From an optimization exercise on the open Yosys and OpenROAD flow, aimed at a short achievable clock period and few clock cycles; shortcuts taken in it are not production practice.
In this exercise RTL edits were held to simulation tests only and were not proved equivalent to the original.
The flow treats the clock pin as an ideal source, which a real chip does not have.

==> flow/design.v (excerpt) <==
module mips_core (
    input  logic      clk,
    input  logic      reset_i,
    input  logic      stall_i,
    output mips_pkg::addr_t     rom_addr_o,
    input  mips_pkg::inst_t     rom_data_i,
    output logic      ram_en_o,
    output logic      ram_we_o,
    output mips_pkg::addr_t     ram_addr_o,
    output mips_pkg::word_t     ram_wdata_o,
    input  mips_pkg::word_t     ram_rdata_i,
    output logic      debug_wb_en_o,
    output mips_pkg::reg_addr_t debug_wb_addr_o,
    output mips_pkg::word_t     debug_wb_data_o,
    output mips_pkg::addr_t     debug_wb_pc_o
);
    logic [31:0] pc_q;
    logic        x_wr;         
    logic [4:0]  x_dst;
    logic [31:0] x_pc;
    logic [31:0] x_npc;        
    logic [31:0] x_a;          
    logic [31:0] x_b;          
    logic [31:0] x_ax;         
    logic [31:0] x_sd;         
    logic [31:0] x_off;        
    logic        x_la;         
    logic        x_lb;         
    logic        x_ls;         
    logic        x_sf;         
    logic        x_luse;       
    logic        x_sub;        
    logic [4:0]  x_shamt;
    logic        x_r_arith, x_r_sub, x_r_and, x_r_or, x_r_xor, x_r_slt, x_r_sll, x_r_srl;
    logic        x_is_load, x_is_store, x_beq, x_bne;
    logic        m_wb;
    logic [4:0]  m_dst;
    logic [31:0] m_pc;
    logic [31:0] m_res;
    logic [31:0] m_sd;
    logic        m_is_load;
    logic        m_is_store;
    logic        m_ram_en;
    logic        w_wb;
    logic [4:0]  w_dst;
    logic [31:0] w_pc;
    logic [31:0] w_data;
    mips_pkg::word_t regs [1:31];
    logic [31:0] m_wdata;
    assign m_wdata = m_is_load ? ram_rdata_i : m_res;
    assign ram_en_o        = m_ram_en;
    assign ram_we_o        = m_is_store && !stall_i;
    assign ram_addr_o      = m_res;
    assign ram_wdata_o     = m_sd;
    assign debug_wb_en_o   = w_wb && !stall_i;
    assign debug_wb_addr_o = w_dst;
    assign debug_wb_data_o = w_data;
    assign debug_wb_pc_o   = w_pc;
    always_ff @(posedge clk) begin
        if (reset_i) begin
            for (int i = 1; i < 32; i++) begin
  ...
Size: about 6000 cells after synthesis, ~240 I/O pins, roughly 80000 sq um of cells after synthesis.
Settings: LEC_CHECK=0, ABC_CLOCK_PERIOD_IN_PS=2500, CAP_MARGIN=20, CORE_MARGIN=2, CORE_UTILIZATION=40, PLACE_DENSITY=0.6, SETUP_SLACK_MARGIN=4.7, SLEW_MARGIN=20, TNS_END_PERCENT=100; clock period 8.0 ns.
standard.sh (not shown) runs the stock make flow with config.mk's settings and CLKGATE_MAP_FILE= SYNTH_SCRIPT=/design/flow/synth_recipe.tcl, a recipe that flattens the netlist after the stock synthesis.
==> flow/flow/run.sh <==
#!/bin/bash
# The standard layout with one extra step after clock tree synthesis:
# flow/post_cts.tcl moves the stall gates of the event outputs onto the
# input buffer of stall_i. The make output goes to standard.log; ORFS keeps
# each tool's own log under orfs/logs/.
set -euo pipefail
export POST_CTS_TCL="$PWD/flow/post_cts.tcl"
bash standard.sh finish > standard.log 2>&1
==> flow/flow/post_cts.tcl <==
# Hang the stall gate of each event output (ram_we_o, debug_wb_en_o) directly on
# the input buffer of stall_i instead of deep in the buffer tree that serves
# the pipeline's enables.
set block [ord::get_db_block]

proc my_driver_of {net} {
  foreach it [$net getITerms] {
    if {[$it isOutputSignal]} { return $it }
  }
  return ""
}

proc my_input_net {inst} {
  foreach it [$inst getITerms] {
    if {[$it isInputSignal]} { return [$it getNet] }
  }
  return "NULL"
}

proc my_output_net {inst} {
  foreach it [$inst getITerms] {
    if {[$it isOutputSignal]} { return [$it getNet] }
  }
  return "NULL"
}

set in_net [[$block findBTerm stall_i] getNet]
set ibuf [[lindex [$in_net getITerms] 0] getInst]
set root [my_output_net $ibuf]
puts "stall_i input buffer [$ibuf getName], net [$root getName]"

foreach port {ram_we_o debug_wb_en_o} {
  set onet [[$block findBTerm $port] getNet]
  set obuf [[my_driver_of $onet] getInst]
  set gnet [my_input_net $obuf]
  set gate [[my_driver_of $gnet] getInst]
  foreach it [$gate getITerms] {
    if {![$it isInputSignal]} { continue }
    set n [$it getNet]
    set depth 0
    while {$n ne "NULL" && [$n getName] ne [$root getName] && $depth < 12} {
      set d [my_driver_of $n]
      if {$d eq ""} { break }
      set di [$d getInst]
      set master [[$di getMaster] getName]
      if {![regexp {__(buf|clkbuf)_[0-9]+$} $master]} { break }
      set n [my_input_net $di]
      incr depth
    }
    if {$n ne "NULL" && [$n getName] eq [$root getName] && $depth > 0} {
      $it disconnect
      $it connect $root
      puts "moved [$gate getName]/[[$it getMTerm] getName] ($port) onto [$root getName], $depth buffers up"
    }
  }
}
The starting point completed with no timing, DRC or antenna violations.
Testbench counts at the start, summed over its fixed seeds: cycles 11,063.
Change:
--- a/flow/design.v
+++ b/flow/design.v
@@ -81,30 +81,34 @@
     logic [4:0]  m_dst;
     logic [31:0] m_pc;
     logic [31:0] m_res;
     logic [31:0] m_sd;
     logic        m_is_load;
     logic        m_is_store;
     logic        m_ram_en;
     logic        w_wb;
-    logic [4:0]  w_dst;
-    logic [31:0] w_pc;
-    logic [31:0] w_data;
+    logic        o_en;
+    logic [4:0]  o_dst;
+    logic [31:0] o_pc;
+    logic [31:0] o_data;
     mips_pkg::word_t regs [1:31];
     logic [31:0] m_wdata;
     assign m_wdata = m_is_load ? ram_rdata_i : m_res;
     assign ram_en_o        = m_ram_en;
     assign ram_we_o        = m_is_store && !stall_i;
     assign ram_addr_o      = m_res;
     assign ram_wdata_o     = m_sd;
-    assign debug_wb_en_o   = w_wb && !stall_i;
-    assign debug_wb_addr_o = w_dst;
-    assign debug_wb_data_o = w_data;
-    assign debug_wb_pc_o   = w_pc;
+    assign debug_wb_en_o   = o_en && !stall_i;
+    assign debug_wb_addr_o = o_dst;
+    assign debug_wb_data_o = o_data;
+    assign debug_wb_pc_o   = o_pc;
+    logic w_wb_next, m_alu_next;
+    assign w_wb_next  = m_wb && (w_wb || m_is_load);
+    assign m_alu_next = !x_luse && x_wr && !x_is_load;
     always_ff @(posedge clk) begin
         if (reset_i) begin
             for (int i = 1; i < 32; i++) begin
                 regs[i] <= '0;
             end
         end else if (m_wb) begin
             regs[m_dst] <= m_wdata;
         end
@@ -195,17 +199,20 @@
                    ({32{x_r_srl}} & (x_b >> x_shamt));
     assign res   = ({32{x_r_arith}} & arith) | other | {31'd0, x_r_slt & slt};
     assign fwd_a = ({32{f_hit_a & x_r_arith}} & arith) |
                    ({32{f_hit_a}} & (other | {31'd0, x_r_slt & slt})) |
                    ({32{!f_hit_a}} & f_rs_val);
     assign fwd_b = ({32{f_hit_b & x_r_arith}} & arith) |
                    ({32{f_hit_b}} & (other | {31'd0, x_r_slt & slt})) |
                    ({32{!f_hit_b}} & f_rt_val);
-    assign taken   = (x_beq && x_a == x_b) || (x_bne && x_a != x_b);
+    logic [31:0] cmp_a, cmp_b;
+    assign cmp_a   = x_la ? ram_rdata_i : x_a;
+    assign cmp_b   = x_lb ? ram_rdata_i : x_b;
+    assign taken   = (x_beq && cmp_a == cmp_b) || (x_bne && cmp_a != cmp_b);
     assign tgt     = x_npc + x_off;
     assign pc_next = taken ? tgt : pc_q + 32'd4;
     assign rom_addr_o = pc_q;
     always_ff @(posedge clk) begin
         if (reset_i) begin
             pc_q       <= mips_pkg::RESET_PC;
             x_wr       <= 1'b0;
             x_la       <= 1'b0;
@@ -217,27 +224,29 @@
             x_is_store <= 1'b0;
             x_beq      <= 1'b0;
             x_bne      <= 1'b0;
             m_wb       <= 1'b0;
             m_is_load  <= 1'b0;
             m_is_store <= 1'b0;
             m_ram_en   <= 1'b0;
             w_wb       <= 1'b0;
+            o_en       <= 1'b0;
         end else if (!stall_i) begin
-            w_wb <= m_wb;
+            w_wb <= w_wb_next;
+            o_en <= w_wb_next || m_alu_next;
             if (!x_luse) begin
                 pc_q       <= pc_next;
                 x_wr       <= f_wr;
                 x_la       <= x_is_load && f_uses_rs && f_hit_a;
                 x_lb       <= x_is_load && !f_use_imm && f_uses_rt && f_hit_b;
                 x_ls       <= x_is_load && f_sw && f_hit_b;
                 x_sf       <= !x_is_load && f_sw && f_hit_b;
-                x_luse     <= x_is_load && ((f_uses_rs && f_hit_a) ||
-                                            (!f_use_imm && f_uses_rt && f_hit_b));
+                x_luse     <= x_is_load && !f_beq && !f_bne &&
+                              ((f_uses_rs && f_hit_a) || (!f_use_imm && f_uses_rt && f_hit_b));
                 x_is_load  <= f_lw;
                 x_is_store <= f_sw;
                 x_beq      <= f_beq;
                 x_bne      <= f_bne;
                 m_wb       <= x_wr;
                 m_is_load  <= x_is_load;
                 m_is_store <= x_is_store;
                 m_ram_en   <= x_is_load || x_is_store;
@@ -251,19 +260,19 @@
                 m_is_load  <= 1'b0;
                 m_is_store <= 1'b0;
                 m_ram_en   <= 1'b0;
             end
         end
     end
     always_ff @(posedge clk) begin
         if (!stall_i) begin
-            w_dst  <= m_dst;
-            w_pc   <= m_pc;
-            w_data <= m_wdata;
+            o_dst  <= w_wb_next ? m_dst   : x_dst;
+            o_pc   <= w_wb_next ? m_pc    : x_pc;
+            o_data <= w_wb_next ? m_wdata : res;
             if (!x_luse) begin
                 x_dst   <= f_dst;
                 x_pc    <= pc_q;
                 x_npc   <= pc_q + 32'd4;
                 x_a     <= {32{f_uses_rs}} & fwd_a;
                 x_ax    <= ({32{f_uses_rs}} & fwd_a) ^ {32{f_sub}};
                 x_b     <= f_use_imm ? f_imm : fwd_b;
                 x_sd    <= f_rt_val;
Synthesized area climbs by a few percent.
Critical path depth came out lower by 7.
Final cell count is higher by a few percent.
Count of clock-buffer cells in the layout fell by 7.
Setup slack gets worse by 0.022 ns.
Routed wire length increases by a few percent.
Fmax went down slightly.
Testbench counts after the change, summed over its fixed seeds: cycles 11,013.

[port drivers added, routing unchanged]
The results above use ideal ports. As a check the final layouts listed here were re-extracted and re-timed, cells and wires unchanged.
Step 1 sets driving cells, clkbuf_16 on the clock port and buf_2 on the other inputs (assumed; they add their load-dependent delay and slew).
Step 2 adds t to the input delays and takes it off the output delays; t is the mean of the earliest and latest rising clock arrival at the registers after step 1. Input paths then give back, and output paths get back, about the clock's delay inside the block.
Slacks: ideal ports / drivers / drivers and shift; pairs: ideal ports / drivers.
| run | t (ns) | setup slack, ns | worst setup path after step 2 | worst register clock-pin slew, ns | cell pins on the clock port's net |
|---|---|---|---|---|---|
| the first run | 0.907 | 4.378 / 3.838 / 2.931 | input to register | 0.07 / 0.07 | 1 |
| the second run | 0.910 | 4.356 / 4.046 / 3.136 | input to register | 0.08 / 0.08 | 1 |
After both steps every run listed still meets setup and hold. For the first run, which loses most, drivers alone change the setup slack by -0.540 ns; drivers and shift together by -1.447 ns.
